Source: an optimization exercise on an open RTL-to-GDS flow (aim: small area, a short achievable clock period and few clock cycles per item). Production flows keep margins and buffers that such runs may drop. Function was checked by simulation only, so behaviour that the tests miss may differ from the original. No activity file was given, so power comes from the tool's default toggle rates.

## design/flow/run.sh

```bash
#!/bin/bash
# synth_recipe.tcl (not shown) runs the flow's synth.tcl, then flattens the netlist and writes it again
# the make line also repeats each setting of config.mk as NAME=value (left out here)
make -C /OpenROAD-flow-scripts/flow DESIGN_CONFIG=/design/flow/config.mk WORK_HOME=/design/flow/orfs CLKGATE_MAP_FILE= SYNTH_SCRIPT=/design/flow/synth_recipe.tcl finish
```

## design/flow/config.mk

```make
export PLATFORM = sky130hd
export DESIGN_NAME = ipv4_route_table
export DESIGN_NICKNAME = ipv4_route_table
export VERILOG_FILES = /design/flow/design.v
export SDC_FILE = /design/flow/constraint.sdc
export NUM_CORES = 4
export LEC_CHECK = 0
export CAP_MARGIN = 35
export CORE_MARGIN = 2
export CORE_UTILIZATION = 55
export CTS_CLUSTER_DIAMETER = 60
export CTS_CLUSTER_SIZE = 30
export SETUP_SLACK_MARGIN = 2.5
export SLEW_MARGIN = 35
```

## design/flow/constraint.sdc

```tcl
create_clock -name core_clock -period 5.0 [get_ports {clk}]
set_input_delay 1.0000 -clock core_clock [delete_from_list [all_inputs] [get_ports {clk}]]
set_output_delay 1.0000 -clock core_clock [all_outputs]
set_load 0.01 [all_outputs]
```

## design/flow/design.v

```verilog
`default_nettype none
package rtm_pkg;
  localparam int ENTRIES = 16;
  localparam logic [2:0] ST_ADDED     = 3'd0;
  localparam logic [2:0] ST_DUPLICATE = 3'd1;
  localparam logic [2:0] ST_FULL      = 3'd2;
  localparam logic [2:0] ST_MATCHED   = 3'd3;
  localparam logic [2:0] ST_NO_ROUTE  = 3'd4;
endpackage
`default_nettype wire
`default_nettype none
module rtm_route_mem
(
  input  wire logic        clk,
  input  wire logic        we,
  input  wire logic [31:0] wr_ndest,    
  input  wire logic [31:0] wr_mask,
  input  wire logic [31:0] wr_gw,
  input  wire logic [31:0] bad_x,
  input  wire logic [31:0] bad_z,
  input  wire logic [31:0] bad_o,
  output logic [1:0]       hit,
  output logic [31:0]      gw
);
  logic [31:0] ndest_r;
  logic [31:0] mask_r;
  logic [31:0] gw_r;
  logic [31:0] bad;
  always_ff @(posedge clk) begin
    if (we) begin
      ndest_r <= wr_ndest;
      mask_r  <= wr_mask;
      gw_r    <= wr_gw;
    end
  end
  always_comb begin
    for (int b = 0; b < 32; b++) begin
      bad[b] = mask_r[b] ? (ndest_r[b] ? bad_z[b] : bad_o[b]) : bad_x[b];
    end
  end
  assign hit = {bad[31:16] == 16'd0, bad[15:0] == 16'd0};
  assign gw  = gw_r;
endmodule
`default_nettype wire
`default_nettype none
module ipv4_route_table_match_core
(
  input  wire logic        clk,
  input  wire logic        rst_n,
  input  wire logic        start,
  input  wire logic        in_action,
  input  wire logic [31:0] in_address,
  input  wire logic [31:0] in_mask,
  input  wire logic [31:0] in_next_hop,
  output logic             busy,
  output logic             out_valid,
  output logic [2:0]       out_status,
  output logic [31:0]      out_gateway,
  output logic [3:0]       out_slot
);
  localparam int N = rtm_pkg::ENTRIES;
  logic        add_mode;
  logic        v0_r;
  logic        act0_r;
  logic [31:0] bad_x_r;
  logic [31:0] bad_z_r;
  logic [31:0] bad_o_r;
  logic [31:0] gw0_r;
  assign add_mode = !in_action;
  always_ff @(posedge clk) begin
    v0_r    <= start && rst_n;
    act0_r  <= in_action;
    bad_x_r <= {32{add_mode}} & in_mask;
    bad_z_r <= in_address  | ({32{add_mode}} & ~in_mask);
    bad_o_r <= ~in_address | ({32{add_mode}} & ~in_mask);
    gw0_r   <= in_next_hop;
  end
  logic [N-1:0]  valid_r;      
  logic [N-1:0]  free_oh_r;    
  logic [N-1:0]  wr_en;
  logic [3:0]    count_r;      
  logic [N-1:0]  hit_lo;       
  logic [N-1:0]  hit_hi;       
  logic [31:0]   slot_gw [0:N-1];
  genvar gi;
  generate
    for (gi = 0; gi < N; gi++) begin : g_slot
      rtm_route_mem u_slot (
        .clk     (clk),
        .we      (wr_en[gi]),
        .wr_ndest(bad_o_r),        
        .wr_mask (bad_x_r),        
        .wr_gw   (gw0_r),
        .bad_x   (bad_x_r),
        .bad_z   (bad_z_r),
        .bad_o   (bad_o_r),
        .hit     ({hit_hi[gi], hit_lo[gi]}),
        .gw      (slot_gw[gi])
      );
    end
  endgenerate
  logic          v1_r;
  logic          act1_r;
  logic [N-1:0]  hit1_lo_r;
  logic [N-1:0]  hit1_hi_r;
  always_ff @(posedge clk) begin
    v1_r   <= v0_r && rst_n;
    act1_r <= act0_r;
    hit1_lo_r <= hit_lo;
    hit1_hi_r <= hit_hi;
  end
  logic [N-1:0]  vhit;
  logic          dup;
  logic          full;
  logic          added;
  assign vhit  = hit1_lo_r & hit1_hi_r & valid_r;
  assign dup   = |vhit;
  assign full  = valid_r[N-1];
  assign added = v1_r && !act1_r && !dup && !full;
  assign wr_en = {free_oh_r[N-2:0], 1'b0} | (free_oh_r & {N{!added}});
  always_ff @(posedge clk) begin
    if (!rst_n) begin
      valid_r   <= '0;
      free_oh_r <= {{(N-1){1'b0}}, 1'b1};
      count_r   <= '0;
    end else if (added) begin
      valid_r   <= {valid_r[N-2:0], 1'b1};
      free_oh_r <= {free_oh_r[N-2:0], 1'b0};
      count_r   <= count_r + 4'd1;
    end
  end
  logic [N-1:0]  sel;
  logic [31:0]   gw_m;
  logic [3:0]    idx_m;
  always_comb begin
    for (int i = 0; i < N; i++) begin
      sel[i] = vhit[i];
      for (int j = i + 1; j < N; j++) begin
        sel[i] = sel[i] & !vhit[j];
      end
    end
    gw_m  = '0;
    idx_m = '0;
    for (int i = 0; i < N; i++) begin
      gw_m  = gw_m  | ({32{sel[i]}} & slot_gw[i]);
      idx_m = idx_m | ({4{sel[i]}} & 4'(i));
    end
  end
  logic          out_valid_r;
  logic [2:0]    out_status_r;
  logic [31:0]   out_gw_r;
  logic [3:0]    out_slot_r;
  always_ff @(posedge clk) begin
    out_valid_r <= v1_r && rst_n;
    if (act1_r) begin
      out_status_r <= dup ? rtm_pkg::ST_MATCHED : rtm_pkg::ST_NO_ROUTE;
      out_gw_r     <= gw_m;
      out_slot_r   <= idx_m;
    end else begin
      out_status_r <= dup  ? rtm_pkg::ST_DUPLICATE :
                      full ? rtm_pkg::ST_FULL : rtm_pkg::ST_ADDED;
      out_gw_r     <= 32'd0;
      out_slot_r   <= added ? count_r : 4'd0;
    end
  end
  assign busy        = 1'b0;
  assign out_valid   = out_valid_r;
  assign out_status  = out_status_r;
  assign out_gateway = out_gw_r;
  assign out_slot    = out_slot_r;
endmodule
`default_nettype wire
`default_nettype none
module ipv4_route_table (
  input  wire logic        clk,
  input  wire logic        rst_n,
  input  wire logic        start,
  input  wire logic        in_action,
  input  wire logic [31:0] in_address,
  input  wire logic [31:0] in_mask,
  input  wire logic [31:0] in_next_hop,
  output logic             busy,
  output logic             out_valid,
  output logic [2:0]       out_status,
  output logic [31:0]      out_gateway,
  output logic [3:0]       out_slot
);
  ipv4_route_table_match_core u_core (
    .clk         (clk),
    .rst_n       (rst_n),
    .start       (start),
    .in_action   (in_action),
    .in_address  (in_address),
    .in_mask     (in_mask),
    .in_next_hop (in_next_hop),
    .busy        (busy),
    .out_valid   (out_valid),
    .out_status  (out_status),
    .out_gateway (out_gateway),
    .out_slot    (out_slot)
  );
endmodule
`default_nettype wire
```

==> run_results.csv, run 1 <==
group,metric,value,unit
yosys,synth_edf_count,1536,
floorplanning,io_pins,141,
yosys,syn-cell-area,0.0670,mm²
power_and_ir_drop,finalPower,29.4,mW
final_layout,num-nets-final,4327,
yosys,syn-num-nets,4009,
worst_setup_path,r2r_end,"u_core.hit1_lo_r[15]$_DFF_P_",
global_route,globalRoute.totalOverflow,0,
routing,wl,216000,µm
flow_run,maxCapViolCount,0,
floorplanning,die_area,0.125,mm²
sta,worst_pin_slew,0.998,ns
floorplanning,start_util,55.2,%
cts,clock_path_buffers,3,
yosys,synthArstFlopShare,0,%
yosys,ys.flop_type,"edfxtp_1",
floorplanning,rows,128,
worst_setup_path,reg2reg_from,"u_core.bad_x_r[15]$_DFF_P_",
worst_setup_path,cp-endpoint,"u_core.hit1_lo_r[15]$_DFF_P_",
floorplanning,dieWidth,353,µm
hold_path,hp-class,"reg -> reg",
hold_path,min_from,"u_core.valid_r[2]$_SDFFE_PN0P_",
placed_design,place.gp.congestion,0.878,
global_route,grt.busiest_layer,"met2",
worst_setup_path,crit_start,"u_core.bad_x_r[15]$_DFF_P_",
global_route,antenna_found_initial,19,
worst_setup_path,start_kind,"flop",
global_route,grt_max_degree,98,
sta,slew_viol_final,0,
yosys,netlist_instances,3908,
floorplanning,core_region_area,0.121,mm²
routing,drt_iter0_markers,6482,
worst_setup_path,end_kind,"flop",
global_route,grt_pass1_vias,40500,
global_route,grt_use_met1,47.0,%
placed_design,placed_area,0.0711,mm²
power_and_ir_drop,ir_drop,0.352,mV
routing,via_per_inst,6.97,
worst_setup_path,r2r_cells,7,
worst_setup_path,crit_arrival,3.17,ns
worst_setup_path,r2r_slack,2.43,ns
final_layout,area_growth,15.7,%
routing,vias,41500,
sta,clock_skew,0.0384,ns
sta,relSlewSlack,33.5,%
final_layout,drive_gt1_share,25.6,%
power_and_ir_drop,powerDensity,380,mW/mm²
cts,cts_buffers,134,
power_and_ir_drop,p_leak,24.8,nW
worst_setup_path,cp_max_fo,17,
yosys,ys_ff_latch,1776,
final_layout,layout_common_cells,"edfxtp_1, mux2_2, o22ai_1",
sta,timing.final.crit_share,51.4,%
cts,clkTransAtPathRegs,0.09,ns
final_layout,final_area,0.0775,mm²
placed_design,dp_hpwl,115000,µm
cts,cts_tree,"built",
cts,cts_root_buf,"clkbuf_16",
sta,setup_violations,0,
routing,wire_per_inst,36.3,µm
routing,first_pass_iters,6,
worst_setup_path,critPathRequiredTime,5.60,ns
sta,rsz0062_at_grt,"true",
yosys,ys_types,58,
cts,hold_buffers,0,
worst_setup_path,worst-setup-path-type,"reg -> reg",
yosys,ys_seq_area_share,76.0,%
routing,route.detailed.drc,0,
sta,setup_tns,0,ns
placed_design,io_buffer_count,139,
global_route,grt_first_pass_wirelength,299000,µm
yosys,yosys_warnings,3,
global_route,met3_usage,8.61,%
cts,cts_sinks,1776,
final_layout,final_common_cell,"edfxtp_1",
sta,max_freq,389,MHz
floorplanning,die_h,353,µm
cts,clk_latency,0.77,ns
routing,antenna_left,0,
yosys,postSynthAreaPerCell,17.1,µm²
global_route,met2_usage,51.8,%
cts,htreeDepth,4,
sta,fin_crit,2.57,ns
sta,finalHoldViolations,0,
status,status,"complete, no violations",
global_route,grt_usage,33.9,%
## worst max-delay path, stage by stage, from the launching register on
cell	delay (ns)
dfxtp_1	0.30
buf_4	0.25
inv_1	0.38
buf_4	0.39
o22ai_1	0.11
nor4_1	0.35
nand4_1	0.21
nor2_1	0.40
## cell usage after synthesis, drive strengths merged (12+ instances only)
master	n	area share, %
nand2b	17	0.16
buf	37	0.29
nand2	130	0.73
a222oi	24	0.36
nand3	38	0.34
o21bai	32	0.36
a21o	12	0.13
dfxtp	240	7.2
a41oi	26	0.34
nand4	69	0.67
a21boi	32	0.36
a221oi	129	1.7
mux2	512	8.6
nor2	59	0.34
o22ai	268	2.5
o21ai	40	0.30
clkbuf	152	0.85
a22oi	202	2.3
a21oi	47	0.35
nor2b	34	0.32
o2bb2ai	39	0.51
nor4	66	0.64
a22o	82	1.1
inv	33	0.18
edfxtp	1536	69
## per-stage QoR
step / hold WS (ns) / worst slack (ns) / util [%] / cells
floorplan: 0.310 / 2.44 / - / 3908
global placement: 0.429 / 1.24 / 58.6 / 5617
detailed placement: 0.438 / 1.20 / 58.7 / 5623
CTS: 0.450 / 2.45 / 63.4 / 5929
global route: 0.484 / 2.47 / 63.9 / 5958
finish: 0.448 / 2.43 / 63.9 / 5960
## sequential cells by signal, indices dropped and copies added (netlist names), 16 cells and up
signal	cells
u_core.out_gw_r	32
u_core.gw0_r	32
u_core.g_slot.u_slot.gw_r	512
u_core.hit1_lo_r	16
u_core.g_slot.u_slot.ndest_r	512
u_core.valid_r	16
u_core.hit1_hi_r	16
u_core.g_slot.u_slot.mask_r	512
u_core.bad_o_r	32
u_core.bad_x_r	32
u_core.bad_z_r	32
u_core.free_oh_r	16
## metal layers
metal / share of wire, % / up-vias
li1: - / 16800
met1: 38 / 21100
met2: 45 / 3028
met3: 13 / 551
met4: 4.6 / 12
met5: 0.039 / -
## what timing repair did
item / in CTS / in global routing
gates resized for setup: 139 / 36
pin swaps: 10 / 3
endpoints found under the setup margin: 1669 / 1115
gates cloned: 30 / 11
setup buffers: 34 / 16
## cell families (layout without fill, tap and decap cells)
logic type / count (synthesis) / after routing / synth area share (%)
compound gates: 953 / 953 / 10.5
buf+inv: 223 / 625 / 1.34
simple gates: 441 / 463 / 3.50
fa+ha+maj: 1 / 1 / 0.0187
other cells: 1 / 4 / 0.00560
flops: 1776 / 1776 / 76.0
xor+xnor: 1 / 1 / 0.0131
mux: 512 / 512 / 8.61
## area by class of cell
cell class	instances	area, µm²
sequential	1776	51000
fill	8565	43700
multi-input combinational	1931	15800
timing repair buffer	349	3890
clock buffer	154	3590
tap	1625	2030
clock inverter	88	1020
inverter	34	185
antenna	3	7.51
## worst min-delay path by stage
stage,cells past startpoint,slack (ns),to
finish,2,0.45,u_core.valid_r[3]$_SDFFE_PN0P_
global route,1,0.48,u_core.v1_r$_DFF_P_
CTS,2,0.45,u_core.valid_r[3]$_SDFFE_PN0P_
detailed placement,1,0.44,u_core.v1_r$_DFF_P_
global placement,1,0.43,u_core.v1_r$_DFF_P_
floorplan,0,0.31,u_core.act1_r$_DFF_P_
## power breakdown
part	internal, mW	switching [mW]	leakage, nW
clock	5.82	5.53	2.22
sequential	16.3	0.360	16.1
combinational	0.532	0.862	6.46
total	22.7	6.76	24.8
Testbench counts, summed over its fixed seeds: cycles 19,488, items 19,200.
==> inputs of run 2 (changes only) <==
--- a/design/flow/config.mk
+++ b/design/flow/config.mk
@@ -10,5 +10,5 @@
 export CORE_UTILIZATION = 55
 export CTS_CLUSTER_DIAMETER = 60
 export CTS_CLUSTER_SIZE = 30
-export SETUP_SLACK_MARGIN = 2.5
+export SETUP_SLACK_MARGIN = 2.7
 export SLEW_MARGIN = 35
==> run 2 against run 1 <==
Net effect: sequential power is essentially flat; clock power is essentially flat; largest power group unchanged; flip-flop and latch count is the same; wire length grew 3.0%; largest cell class unchanged.
==> run_results.csv, run 2 <==
group,metric,value,unit
status,status,"complete, no violations",
cts,clkTransAtPathRegs,0.08,ns
placed_design,pre_cts_slack,1.11,ns
sta,setup_violations,0,
cts,clock_path_buffers,3,
placed_design,io_buffer_count,139,
yosys,synth_common_cells,"edfxtp_1, mux2_2, o22ai_1",
placed_design,dpl.cell_count,5639,
worst_setup_path,critical-path-max-stage-delay,0.37,ns
sta,setup_tns,0,ns
yosys,synthArstFlopShare,0,%
cts,clk_latency,0.78,ns
worst_setup_path,cp_max_fo,17,
sta,worst_slack,2.63,ns
yosys,synth.area.top_cells,"edfxtp_1, mux2_2, dfxtp_1, o22ai_1, a22oi_1",
worst_setup_path,crit_path_top_delay_cell,"nor4_1",
global_route,grt_first_pass_wirelength,300000,µm
routing,via_per_inst,7.00,
yosys,syn-cell-area,0.0670,mm²
yosys,synthDominantCellAreaShare,68.9,%
floorplanning,die_area,0.125,mm²
floorplanning,io_pins,141,
worst_setup_path,cp_common_cell,"buf_4",
final_layout,postLayoutCoreUtil,65.2,%
cts,cts_buffers,134,
routing,antenna_left,0,
cts,cts_sinks,1776,
placed_design,placed_area,0.0714,mm²
yosys,ys.flop_type,"edfxtp_1",
yosys,syn-num-nets,4009,
global_route,antenna_found_initial,12,
worst_setup_path,critPathRequiredTime,5.62,ns
yosys,ys_seq_area_share,76.0,%
sta,slew_viol_final,0,
routing,vias,42300,
worst_setup_path,crit_buf_inv,3,
final_layout,fill_cells,8408,
yosys,yosysTopAreaCell,"edfxtp_1",
power_and_ir_drop,ir_drop,0.418,mV
worst_setup_path,crit_path_cell_trace,"buf_4 -> clkinvlp_4 -> buf_4 -> o22ai_1 -> nor4_1 -> nand4_1 -> nor2_2",
final_layout,fin_cells,6052,
yosys,synth_edf_count,1536,
final_layout,layout_common_cells,"edfxtp_1, mux2_2, o22ai_1",
routing,first_pass_iters,8,
sta,fin_crit,2.37,ns
yosys,postSynthAreaPerCell,17.1,µm²
floorplanning,die_h,353,µm
global_route,grt_max_degree,98,
yosys,ys_ff_latch,1776,
sta,timing.final.crit_share,47.4,%
placed_design,dp_hpwl,116000,µm
routing,drt_iter0_markers,7076,
yosys,yosys_warnings,3,
worst_setup_path,worst-setup-path-type,"reg -> reg",
power_and_ir_drop,p_leak,25.5,nW
floorplanning,rows,128,
floorplanning,dieWidth,353,µm
sta,rsz0062_at_grt,"true",
final_layout,num-nets-final,4414,
sta,clock_skew,0.0377,ns
final_layout,final_area,0.0791,mm²
placed_design,place.gp.congestion,0.900,
yosys,netlist_instances,3908,
global_route,globalRoute.totalOverflow,0,
worst_setup_path,critical_path.top_delay_family,"buffers and inverters",
power_and_ir_drop,powerDensity,374,mW/mm²
worst_setup_path,end_kind,"flop",
cts,cts_tree,"built",
worst_setup_path,crit_arrival,2.99,ns
routing,wl,223000,µm
global_route,grt_usage,34.1,%
floorplanning,start_util,55.2,%
cts,htreeDepth,4,
power_and_ir_drop,finalPower,29.6,mW
sta,worst_pin_slew,0.997,ns
final_layout,area_growth,18.1,%
cts,hold_buffers,0,
global_route,grt_pass1_vias,40700,
final_layout,reg_top3,"u_core.g_slot.u_slot.gw_r: 512 flops, u_core.g_slot.u_slot.mask_r: 512 flops, u_core.g_slot.u_slot.ndest_r: 512 flops",
worst_setup_path,r2r_slack,2.63,ns
routing,route.detailed.drc,0,
cts,cts_root_buf,"clkbuf_16",
final_layout,seqCellArea,0.0510,mm²
routing,wire_per_inst,36.8,µm
sta,finalHoldViolations,0,
sta,hold_ws,0.439,ns
final_layout,drive_gt1_share,29.2,%
worst_setup_path,start_kind,"flop",
hold_path,hp-class,"reg -> reg",
flow_run,maxCapViolCount,0,
sta,relSlewSlack,33.5,%
final_layout,final_common_cell,"edfxtp_1",
yosys,synthMostInstantiatedCell,"edfxtp_1",
final_layout,multi_input_area,0.0161,mm²
sta,max_freq,422,MHz
floorplanning,core_region_area,0.121,mm²
yosys,ys_types,58,
[run 2: cells by family after synthesis]
| kind of cell | Yosys count | share of synthesized area [%] |
|---|---|---|
| adder cells (fa/ha/maj) | 1 | 0.0187 |
| AO/OA/AOI/OAI | 953 | 10.5 |
| AND/OR/NAND/NOR | 441 | 3.50 |
| buffers and inverters | 223 | 1.34 |
| XOR/XNOR | 1 | 0.0131 |
| other | 1 | 0.00560 |
| flip-flops | 1776 | 76.0 |
| multiplexers | 512 | 8.61 |
[run 2: path summary, 6_finish.rpt]
kind                                                  from                           to  cells past startpoint
worst min-delay path                   u_core.v0_r$_DFF_P_          u_core.v1_r$_DFF_P_                      1
worst min register to register         u_core.v0_r$_DFF_P_          u_core.v1_r$_DFF_P_                      1
worst max-delay path            u_core.bad_x_r[29]$_DFF_P_  u_core.hit1_hi_r[1]$_DFF_P_                      7
worst max register to register  u_core.bad_x_r[29]$_DFF_P_  u_core.hit1_hi_r[1]$_DFF_P_                      7
[run 2: per-layer routing]
metal	share of wire, %	vias up	track usage (%)
met2	44	3257	51.3
met3	13	551	9.00
met5	0.0058	-	0
li1	-	17000	-
met1	38	21600	48.0
met4	4.6	2	13.2
[run 2: power by group]
part	internal [mW]	switching, mW	total, mW
Combinational	0.557	0.861	1.42
Sequential	16.3	0.399	16.7
Clock	5.94	5.52	11.5
Total	22.8	6.78	29.6
[run 2: area by class of cell]
type	count	area share, %
multi-input cells	1938	20.4
inverters	34	0.261
repair buffers	429	6.31
well taps	1625	2.57
clock inverters	86	1.22
clock buffers	157	4.67
flip-flops and latches	1776	64.5
diodes	7	0.0222
[run 2: timing repair]
item | in CTS | in global routing
pin swaps | 11 | 8
setup endpoints to repair | 1681 | 1551
gates cloned | 36 | 36
buffers inserted | 54 | 37
gates resized for setup | 312 | 87
==> inputs of run 3 (changes only) <==
--- a/design/flow/config.mk
+++ b/design/flow/config.mk
@@ -7,7 +7,7 @@
 export LEC_CHECK = 0
 export CAP_MARGIN = 35
 export CORE_MARGIN = 2
-export CORE_UTILIZATION = 55
+export CORE_UTILIZATION = 50
 export CTS_CLUSTER_DIAMETER = 60
 export CTS_CLUSTER_SIZE = 30
 export SETUP_SLACK_MARGIN = 2.7
==> run 3 against run 2 <==
Net effect: clock power about the same; critical path depth unchanged; first-iteration DRC count increased by 2.3%; core utilization decreased by 6.0 points; maximum frequency increased by 0.23%; critical path type unchanged.
==> run_results.csv, run 3 <==
group,metric,value,unit
status,status,"complete, no violations",
cts,htreeDepth,4,
routing,antenna_left,0,
yosys,yosys_warnings,3,
routing,dr.max_layer_used,"met5",
floorplanning,start_util,50.3,%
final_layout,final_common_cell,"edfxtp_1",
global_route,antenna_found_initial,18,
placed_design,pre_cts_slack,1.26,ns
floorplanning,core_region_area,0.133,mm²
power_and_ir_drop,power_frac_clock,38.9,%
floorplanning,dieWidth,370,µm
global_route,grt_first_pass_wirelength,305000,µm
placed_design,dp_hpwl,113000,µm
sta,max_freq,423,MHz
placed_design,dpl.cell_count,5786,
sta,rsz0062_at_grt,"true",
cts,cts_sinks,1776,
power_and_ir_drop,p_switching,6.79,mW
power_and_ir_drop,powerDensity,376,mW/mm²
worst_setup_path,crit_arrival,3.01,ns
routing,drt_iter0_markers,7237,
worst_setup_path,start_kind,"flop",
yosys,syn-cell-area,0.0670,mm²
power_and_ir_drop,swShare,22.9,%
final_layout,layout_common_cells,"edfxtp_1, mux2_2, o22ai_1",
final_layout,num-nets-final,4398,
routing,detail_route.wirelength.met1,88200,µm
worst_setup_path,worst-setup-path-type,"reg -> reg",
final_layout,final_area,0.0788,mm²
yosys,synth_common_cells,"edfxtp_1, mux2_2, o22ai_1",
yosys,syn-num-nets,4009,
yosys,ys_seq_area_share,76.0,%
routing,first_pass_iters,6,
power_and_ir_drop,finalPower,29.6,mW
yosys,synthArstFlopShare,0,%
final_layout,reg_top3,"u_core.g_slot.u_slot.gw_r: 512 flops, u_core.g_slot.u_slot.mask_r: 512 flops, u_core.g_slot.u_slot.ndest_r: 512 flops",
yosys,ys.flop_type,"edfxtp_1",
power_and_ir_drop,seqPwrFrac,56.0,%
routing,routed-wl-met2,98600,µm
worst_setup_path,critPathRequiredTime,5.65,ns
final_layout,area_growth,17.7,%
cts,cts_root_buf,"clkbuf_16",
power_and_ir_drop,ir_drop,0.277,mV
cts,clk_latency,0.79,ns
final_layout,fin_cells,6172,
placed_design,io_buffer_count,139,
final_layout,drive_gt1_share,28.8,%
floorplanning,rows,134,
final_layout,fill_cells,9956,
sta,worst_pin_slew,1.02,ns
power_and_ir_drop,power.internal,22.8,mW
cts,clkTransAtPathRegs,0.09,ns
sta,finalHoldViolations,0,
cts,cts_tree,"built",
yosys,ys_ff_latch,1776,
placed_design,place.gp.congestion,0.842,
worst_setup_path,end_kind,"flop",
sta,fin_crit,2.36,ns
cts,hold_buffers,0,
yosys,synthDominantCellAreaShare,68.9,%
sta,timing.final.crit_share,47.3,%
routing,vias,41900,
placed_design,placed_area,0.0716,mm²
yosys,netlist_instances,3908,
global_route,grt_max_degree,98,
sta,relSlewSlack,32.1,%
global_route,grt_pass1_vias,40000,
sta,setup_violations,0,
routing,route.detailed.drc,0,
routing,met3_length,28400,µm
final_layout,postLayoutCoreUtil,59.2,%
sta,worst_slack,2.64,ns
floorplanning,die_area,0.137,mm²
cts,cts_buffers,134,
yosys,yosysTopAreaCell,"edfxtp_1",
final_layout,multi_input_area,0.0161,mm²
yosys,synthMostInstantiatedCell,"edfxtp_1",
final_layout,seqCellArea,0.0510,mm²
hold_path,hp-class,"reg -> reg",
floorplanning,die_h,370,µm
power_and_ir_drop,power_frac_comb,5.1,%
yosys,ys_types,58,
sta,hold_ws,0.459,ns
sta,clock_skew,0.0317,ns
power_and_ir_drop,p_leak,25.2,nW
flow_run,maxCapViolCount,0,
routing,wl,224000,µm
yosys,postSynthAreaPerCell,17.1,µm²
routing,wire_per_inst,36.3,µm
yosys,synth_edf_count,1536,
global_route,globalRoute.totalOverflow,0,
sta,slew_viol_final,0,
routing,via_per_inst,6.79,
sta,setup_tns,0,ns
global_route,grt_usage,31.9,%
cts,clock_path_buffers,3,
floorplanning,io_pins,141,
yosys,synth.area.top_cells,"edfxtp_1, mux2_2, dfxtp_1, o22ai_1, a22oi_1",
worst_setup_path,cp_max_fo,17,
==> run 3: changes by cell type in the layout (fill, tap and decap cells not counted), sizes merged <==
cell / delta
diode: -5
nand2b: +3
and2: +1
clkbuf: -9
clkdlybuf4s50: +1
nor2: -1
inv: -18
clkinv: +15
clkinvlp: -1
bufbuf: -1
buf: -8
==> run 3: layer usage <==
metal	GRT usage (%)	vias up
met5	0	-
met4	12.0	8
li1	-	17000
met3	7.80	469
met1	46.0	21500
met2	47.2	2962
==> run 3: worst paths after layout <==
check                                                start                           to  slack, ns  cells after the start
worst max register to register  u_core.bad_x_r[24]$_DFF_P_  u_core.hit1_hi_r[5]$_DFF_P_       2.64                      7
worst max-delay path            u_core.bad_x_r[24]$_DFF_P_  u_core.hit1_hi_r[5]$_DFF_P_       2.64                      7
worst min register to register         u_core.v0_r$_DFF_P_          u_core.v1_r$_DFF_P_       0.46                      1
worst min-delay path                   u_core.v0_r$_DFF_P_          u_core.v1_r$_DFF_P_       0.46                      1
==> run 3: area by class of cell <==
cell class / instances / area share [%]
Sequential cell: 1776 / 64.8
Clock buffer: 159 / 4.77
Tap cell: 1768 / 2.81
Clock inverter: 82 / 1.15
Inverter: 34 / 0.254
Antenna cell: 2 / 0.00635
Timing Repair Buffer: 410 / 5.85
Multi-Input combinational cell: 1941 / 20.4
==> run 3: logic make-up after synthesis <==
kind of cell    Yosys count  synth area share (%)
flops                  1776                  76.0
xor+xnor                  1                0.0131
simple gates            441                  3.50
mux                     512                  8.61
buf+inv                 223                  1.34
fa+ha+maj                 1                0.0187
other cells               1               0.00560
compound gates          953                  10.5
==> run 3: repair_timing <==
action                     in CTS  in global routing
setup endpoints to repair    1676                818
setup buffers                  53                 30
pin swaps                       9                  3
cloned                         47                 13
gates resized for setup       336                 52
==> run 3: worst max-delay path, cell delays in order (launching register included) <==
cell and delay [ns]:
dfxtp_1 0.30, buf_4 0.23, inv_1 0.30, buf_6 0.30, o22ai_1 0.14, nor4_1 0.39, nand4_1 0.17, nor2_2 0.34
==> run 3: power groups by stage <==
stage / clock [mW] / sequential, mW / combinational (mW)
floorplan: 0 / 16.8 / 0.654
finish: 11.5 / 16.6 / 1.52
global route: 12.1 / 16.6 / 1.56
detailed placement: 0 / 16.9 / 1.41
CTS: 11.6 / 16.6 / 1.46
global placement: 0 / 16.9 / 1.40
==> inputs of run 4 (changes only) <==
--- a/design/flow/config.mk
+++ b/design/flow/config.mk
@@ -7,7 +7,7 @@
 export LEC_CHECK = 0
 export CAP_MARGIN = 35
 export CORE_MARGIN = 2
-export CORE_UTILIZATION = 50
+export CORE_UTILIZATION = 45
 export CTS_CLUSTER_DIAMETER = 60
 export CTS_CLUSTER_SIZE = 30
 export SETUP_SLACK_MARGIN = 2.7
==> run 4 against run 3 <==
Net effect: sequential power about the same; non-clock buffer count fell by 6; cell count rose by 2.2%; synthesized cell count unchanged; clock power about the same; critical endpoint unchanged; largest power group unchanged.
==> run_results.csv, run 4 <==
group,metric,value,unit
status,status,"complete, no violations",
floorplanning,die_h,390,µm
cts,clk_latency,0.79,ns
yosys,ys_types,58,
yosys,synthMostInstantiatedCell,"edfxtp_1",
routing,antenna_left,0,
final_layout,layout_common_cells,"edfxtp_1, mux2_2, o22ai_1",
final_layout,drive_gt1_share,29.2,%
flow_run,maxCapViolCount,0,
sta,worst_pin_slew,0.990,ns
placed_design,io_buffer_count,139,
yosys,yosys_warnings,3,
final_layout,reg_top3,"u_core.g_slot.u_slot.gw_r: 512 flops, u_core.g_slot.u_slot.mask_r: 512 flops, u_core.g_slot.u_slot.ndest_r: 512 flops",
yosys,netlist_instances,3908,
sta,clock_skew,0.0387,ns
yosys,synth.area.top_cells,"edfxtp_1, mux2_2, dfxtp_1, o22ai_1, a22oi_1",
sta,hold_ws,0.463,ns
cts,cts_sinks,1776,
yosys,syn-num-nets,4009,
yosys,synth_common_cells,"edfxtp_1, mux2_2, o22ai_1",
power_and_ir_drop,p_leak,25.2,nW
final_layout,fill_cells,11700,
global_route,globalRoute.totalOverflow,0,
cts,clkTransAtPathRegs,0.08,ns
yosys,syn-cell-area,0.0670,mm²
sta,setup_violations,0,
routing,first_pass_iters,6,
yosys,synth_edf_count,1536,
worst_setup_path,worst-setup-path-type,"reg -> reg",
cts,cts_tree,"built",
sta,slew_viol_final,0,
power_and_ir_drop,finalPower,29.4,mW
global_route,grt_usage,27.7,%
final_layout,n_antenna_cell,0,
worst_setup_path,critPathRequiredTime,5.65,ns
worst_setup_path,end_kind,"flop",
sta,timing.final.crit_share,46.4,%
sta,fin_crit,2.32,ns
global_route,antenna_found_initial,12,
floorplanning,core_region_area,0.148,mm²
yosys,yosysTopAreaCell,"edfxtp_1",
yosys,synthArstFlopShare,0,%
sta,finalHoldViolations,0,
routing,wire_per_inst,34.7,µm
power_and_ir_drop,powerDensity,372,mW/mm²
sta,setup_tns,0,ns
yosys,ys.flop_type,"edfxtp_1",
cts,cts_root_buf,"clkbuf_16",
routing,vias,41500,
placed_design,dp_hpwl,115000,µm
cts,clock_path_buffers,3,
floorplanning,start_util,45.4,%
final_layout,area_growth,18.1,%
routing,drt_iter0_markers,6322,
yosys,ys_ff_latch,1776,
sta,relSlewSlack,34.0,%
routing,via_per_inst,6.57,
routing,wl,219000,µm
floorplanning,io_pins,141,
floorplanning,rows,141,
yosys,synthDominantCellAreaShare,68.9,%
hold_path,hp-class,"reg -> reg",
placed_design,place.gp.congestion,0.854,
worst_setup_path,start_kind,"flop",
power_and_ir_drop,ir_drop,0.392,mV
global_route,grt_pass1_vias,39100,
global_route,grt_first_pass_wirelength,298000,µm
sta,max_freq,431,MHz
cts,htreeDepth,4,
sta,worst_slack,2.68,ns
worst_setup_path,cp_max_fo,17,
worst_setup_path,crit_arrival,2.97,ns
floorplanning,die_area,0.152,mm²
final_layout,postLayoutCoreUtil,53.6,%
cts,cts_buffers,131,
final_layout,final_common_cell,"edfxtp_1",
floorplanning,dieWidth,390,µm
placed_design,pre_cts_slack,1.65,ns
sta,rsz0062_at_grt,"true",
cts,hold_buffers,0,
yosys,ys_seq_area_share,76.0,%
global_route,grt_max_degree,98,
final_layout,num-nets-final,4377,
yosys,postSynthAreaPerCell,17.1,µm²
routing,route.detailed.drc,0,
[run 4: cell counts after synthesis]
Identical to the previous run, type by type.
[run 4: kinds of logic after synthesis]
logic type / share of synthesized area [%]
flip-flops: 76.0
AO/OA/AOI/OAI: 10.5
multiplexers: 8.61
AND/OR/NAND/NOR: 3.50
buffers and inverters: 1.34
adder cells (fa/ha/maj): 0.0187
other: 0.00560
XOR/XNOR: 0.0131
[run 4: repair_timing]
action	in CTS	in global routing
gates resized for setup	359	77
gates cloned	42	16
pin swaps	13	10
endpoints found under the setup margin	1679	1126
buffers inserted	48	33
[run 4: stage by stage]
step,cells,cell area [µm²]
after floorplan,3908,67200
after global placement,5924,71500
after detailed placement,5933,71700
after CTS,6260,78200
after global routing,6310,79100
final,6310,79100
[run 4: cell type report]
class                      instances  area [µm²]  area share, %
clock buffer                     145        3480           4.40
clock inverter                    92        1080           1.37
inverter                          34         204          0.258
multi-input combinational       1929       16000           20.2
sequential                      1776       51100           64.6
tap                             1930        2410           3.05
timing repair buffer             404        4820           6.10
[run 4: path summary, 6_finish.rpt]
kind / start / end / slack [ns] / depth (start not counted)
worst max-delay path: u_core.bad_x_r[20]$_DFF_P_ / u_core.hit1_hi_r[5]$_DFF_P_ / 2.68 / 7
worst min-delay path: u_core.v0_r$_DFF_P_ / u_core.v1_r$_DFF_P_ / 0.46 / 1
worst max register to register: u_core.bad_x_r[20]$_DFF_P_ / u_core.hit1_hi_r[5]$_DFF_P_ / 2.68 / 7
worst min register to register: u_core.v0_r$_DFF_P_ / u_core.v1_r$_DFF_P_ / 0.46 / 1
[run 4: routing by layer]
metal  GRT usage (%)  routed length (µm)
met5               0                  78
met4            9.53                8940
met3            5.04               23400
met2            42.5               97900
met1            40.0               88700
[run 4: where the power goes]
group | switching (mW) | internal, mW | total (mW) | leakage, nW
Sequential | 0.422 | 16.3 | 16.7 | 16.1
Combinational | 0.779 | 0.544 | 1.32 | 6.86
Clock | 5.67 | 5.68 | 11.3 | 2.20
Total | 6.87 | 22.5 | 29.4 | 25.2
[run 4: critical path, stage by stage, from the launching register on]
cell and delay, ns:
dfxtp_1 0.30, buf_4 0.25, clkinvlp_4 0.32, buf_4 0.29, o22ai_1 0.13, nor4_1 0.40, nand4_1 0.17, nor2_2 0.33
==> inputs of run 5 (changes only) <==
--- a/design/flow/config.mk
+++ b/design/flow/config.mk
@@ -7,8 +7,8 @@
 export LEC_CHECK = 0
 export CAP_MARGIN = 35
 export CORE_MARGIN = 2
-export CORE_UTILIZATION = 45
+export CORE_UTILIZATION = 55
 export CTS_CLUSTER_DIAMETER = 60
-export CTS_CLUSTER_SIZE = 30
-export SETUP_SLACK_MARGIN = 2.7
+export CTS_CLUSTER_SIZE = 34
+export SETUP_SLACK_MARGIN = 2.8
 export SLEW_MARGIN = 35
==> run 5 against run 4 <==
Net effect: flip-flop and latch count did not move; cell area increased by 5.5%; worst setup slack got worse by 0.14 ns; synthesized cell count is the same; sequential power is essentially flat; count of clock-buffer cells in the layout up 11; maximum frequency decreased by 5.6%; critical path type unchanged; largest cell class unchanged.
==> run_results.csv, run 5 <==
group,metric,value,unit
sta,slew_viol_final,0,
flow_run,maxCapViolCount,0,
global_route,grt_pass1_vias,41700,
placed_design,pre_cts_slack,1.11,ns
yosys,ys_seq_area_share,76.0,%
placed_design,placed_area,0.0714,mm²
cts,hold_buffers,0,
power_and_ir_drop,swShare,23.1,%
yosys,synthXorXnorAreaFrac,0.0131,%
worst_setup_path,cp_common_cell,"buf_12",
cts,cts_root_buf,"clkbuf_16",
final_layout,final_common_cell,"edfxtp_1",
power_and_ir_drop,p_leak,27.3,nW
hold_path,hp-class,"reg -> reg",
final_layout,num-nets-final,4613,
final_layout,layout_common_cells,"edfxtp_1, mux2_2, o22ai_1",
sta,setup_violations,0,
floorplanning,io_pins,141,
cts,cts_tree,"built",
global_route,antenna_found_initial,14,
cts,clock_path_buffers,3,
sta,worst_slack,2.54,ns
sta,hold_ws,0.444,ns
sta,fin_crit,2.46,ns
floorplanning,die_area,0.125,mm²
power_and_ir_drop,power_frac_comb,5.0,%
power_and_ir_drop,powerDensity,356,mW/mm²
yosys,netlist_instances,3908,
floorplanning,core_region_area,0.121,mm²
floorplanning,start_util,55.2,%
worst_setup_path,crit_path_cell_trace,"nand3_2 -> nand4_1 -> nor2_4 -> buf_12 -> nand4_1 -> buf_6 -> buf_16 -> buf_12 -> nand2_8 -> nand2b_4 -> buf_12 -> buf_12 -> buf_16",
sta,worst_pin_slew,1.03,ns
final_layout,reg_top3,"u_core.g_slot.u_slot.gw_r: 512 flops, u_core.g_slot.u_slot.mask_r: 512 flops, u_core.g_slot.u_slot.ndest_r: 512 flops",
global_route,grt_usage,35.8,%
sta,rsz0062_at_grt,"true",
placed_design,dp_hpwl,116000,µm
worst_setup_path,crit_arrival,2.93,ns
cts,cts_sinks,1776,
yosys,synthDominantCellAreaShare,68.9,%
power_and_ir_drop,ir_drop,0.421,mV
sta,timing.final.crit_share,49.2,%
yosys,syn-cell-area,0.0670,mm²
yosys,synth_edf_count,1536,
final_layout,area_growth,24.6,%
power_and_ir_drop,seqPwrFrac,56.3,%
global_route,globalRoute.totalOverflow,0,
yosys,synthSimpleGateAreaFrac,3.50,%
worst_setup_path,start_kind,"flop",
power_and_ir_drop,p_switching,6.86,mW
yosys,post_synth_fa_ha_maj_area_fraction,0.0187,%
placed_design,place.gp.congestion,0.900,
worst_setup_path,crit_path_top_delay_cell,"dfxtp_1",
final_layout,fin_cells,6252,
final_layout,final_area,0.0834,mm²
worst_setup_path,critical-path-max-stage-delay,0.37,ns
routing,wl,239000,µm
yosys,synth_common_cells,"edfxtp_1, mux2_2, o22ai_1",
status,status,"complete, no violations",
cts,cts_buffers,134,
sta,finalHoldViolations,0,
yosys,ys.flop_type,"edfxtp_1",
sta,relSlewSlack,31.6,%
routing,antenna_left,0,
placed_design,dpl.cell_count,5639,
power_and_ir_drop,power_frac_clock,38.7,%
routing,via_per_inst,7.06,
global_route,grt_max_degree,98,
power_and_ir_drop,power.internal,22.8,mW
yosys,syn-num-nets,4009,
yosys,ys_ff_latch,1776,
routing,route.detailed.drc,0,
worst_setup_path,critPathRequiredTime,5.48,ns
worst_setup_path,end_kind,"flop",
yosys,synth_mux_area_share,8.61,%
yosys,postSynthAreaPerCell,17.1,µm²
yosys,yosys_warnings,3,
placed_design,io_buffer_count,139,
final_layout,drive_gt1_share,33.1,%
floorplanning,die_h,353,µm
worst_setup_path,cp_max_fo,14,
routing,drt_iter0_markers,7474,
global_route,grt_first_pass_wirelength,313000,µm
yosys,synth.area.top_cells,"edfxtp_1, mux2_2, dfxtp_1, o22ai_1, a22oi_1",
worst_setup_path,crit_buf_inv,7,
sta,max_freq,407,MHz
worst_setup_path,critical_path.top_delay_family,"buffers and inverters",
yosys,yosysTopAreaCell,"edfxtp_1",
routing,wire_per_inst,38.2,µm
yosys,synth-compound-area-share,10.5,%
yosys,synthMostInstantiatedCell,"edfxtp_1",
yosys,synthArstFlopShare,0,%
worst_setup_path,worst-setup-path-type,"reg -> reg",
cts,clkTransAtPathRegs,0.08,ns
routing,first_pass_iters,6,
floorplanning,dieWidth,353,µm
routing,vias,44100,
sta,setup_tns,0,ns
cts,clk_latency,0.78,ns
final_layout,postLayoutCoreUtil,68.8,%
sta,clock_skew,0.0342,ns
power_and_ir_drop,finalPower,29.7,mW
yosys,ys_types,58,
yosys,synth_top_family_by_area,"compound AO/OA/AOI/OAI gates",
cts,htreeDepth,4,
floorplanning,rows,128,
[run 5: changes by cell type in the layout (fill, tap and decap cells not counted), sizes merged, moves of 3 or more]
cell / change
buf: +157
bufbuf: -3
clkbuf: +61
nand2b: +28
diode: +8
clkinv: -6
[run 5: cell type report]
type                            instances  area (µm²)
Clock inverter                         87         971
Timing Repair Buffer                  608        8880
Tap cell                             1625        2030
Clock buffer                          156        3680
Antenna cell                            8        20.0
Fill cell                            7833       37800
Inverter                               34         218
Multi-Input combinational cell       1958       16500
Sequential cell                      1776       51100
[run 5: what timing repair did]
item,CTS,global route
endpoints found under the setup margin,1681,1616
hold endpoints to repair,0,0
buffers inserted,132,51
gates resized for setup,461,188
cloned,74,104
pin swaps,22,16
[run 5: path summary, 6_finish.rpt]
check | slack [ns] | from | depth (start not counted) | end
max | 2.54 | u_core.hit1_lo_r[10]$_DFF_P_ | 13 | u_core.g_slot[8].u_slot.mask_r[17]$_DFFE_PP_
min | 0.44 | u_core.v0_r$_DFF_P_ | 1 | u_core.v1_r$_DFF_P_
max reg2reg | 2.54 | u_core.hit1_lo_r[10]$_DFF_P_ | 13 | u_core.g_slot[8].u_slot.mask_r[17]$_DFFE_PP_
min reg2reg | 0.44 | u_core.v0_r$_DFF_P_ | 1 | u_core.v1_r$_DFF_P_
[run 5: routing by layer]
metal / track usage [%] / wire length [µm] / up-vias / share of wire (%)
li1: - / - / 17400 / -
met1: 49.4 / 87100 / 22300 / 36
met4: 15.8 / 13200 / 6 / 5.5
met2: 53.5 / 105000 / 3679 / 44
met3: 10.0 / 33300 / 666 / 14
met5: 0 / 42 / - / 0.018
[run 5: power by group through the flow]
stage | logic [mW] | registers (mW) | clock network (mW)
after global placement | 1.29 | 17.0 | 0
after CTS | 1.40 | 16.7 | 11.5
after detailed placement | 1.30 | 17.0 | 0
after global routing | 1.52 | 16.7 | 12.1
final | 1.49 | 16.7 | 11.5
after floorplan | 0.654 | 16.8 | 0
[run 5: kinds of logic after synthesis]
kind of cell	Yosys count
AO/OA/AOI/OAI	953
XOR/XNOR	1
adder cells (fa/ha/maj)	1
buffers and inverters	223
flip-flops	1776
multiplexers	512
other	1
AND/OR/NAND/NOR	441
[run 5: worst reg2reg max path: cells and delay by family, from the launching register on]
family	cells	cell delay, ns
DFF	1	0.37
buffers and inverters	7	1.08
and+or+nand+nor	6	0.72

## static timing again, ports no longer ideal
In the flow no input, the clock included, has a driving cell. The finished layouts below were timed again as built, in two steps.
Step 1 assumes that a clkbuf_16 drives the clock port and a buf_2 every other input.
Step 2 adds t to the input delays and takes it off the output delays; t is the mean of the earliest and latest rising clock arrival at the registers after step 1. Input paths then give back, and output paths get back, about the clock's delay inside the block.
a / b / c = ideal / step 1 / step 2; a / b = the first two.
run	shift t [ns]	slack for setup (ns)	clock arrival spread, ns	pins driven straight from the clock port
run 1	0.833	2.429 / 2.429 / 2.429	0.040 / 0.039	1
run 2	0.837	2.631 / 2.631 / 2.631	0.037 / 0.038	1
run 3	0.851	2.636 / 2.636 / 2.636	0.043 / 0.043	1
run 4	0.855	2.680 / 2.630 / 2.680	0.040 / 0.040	1
run 5	0.847	2.542 / 2.542 / 2.542	0.038 / 0.039	1
After both steps setup and hold are still met in every run listed.
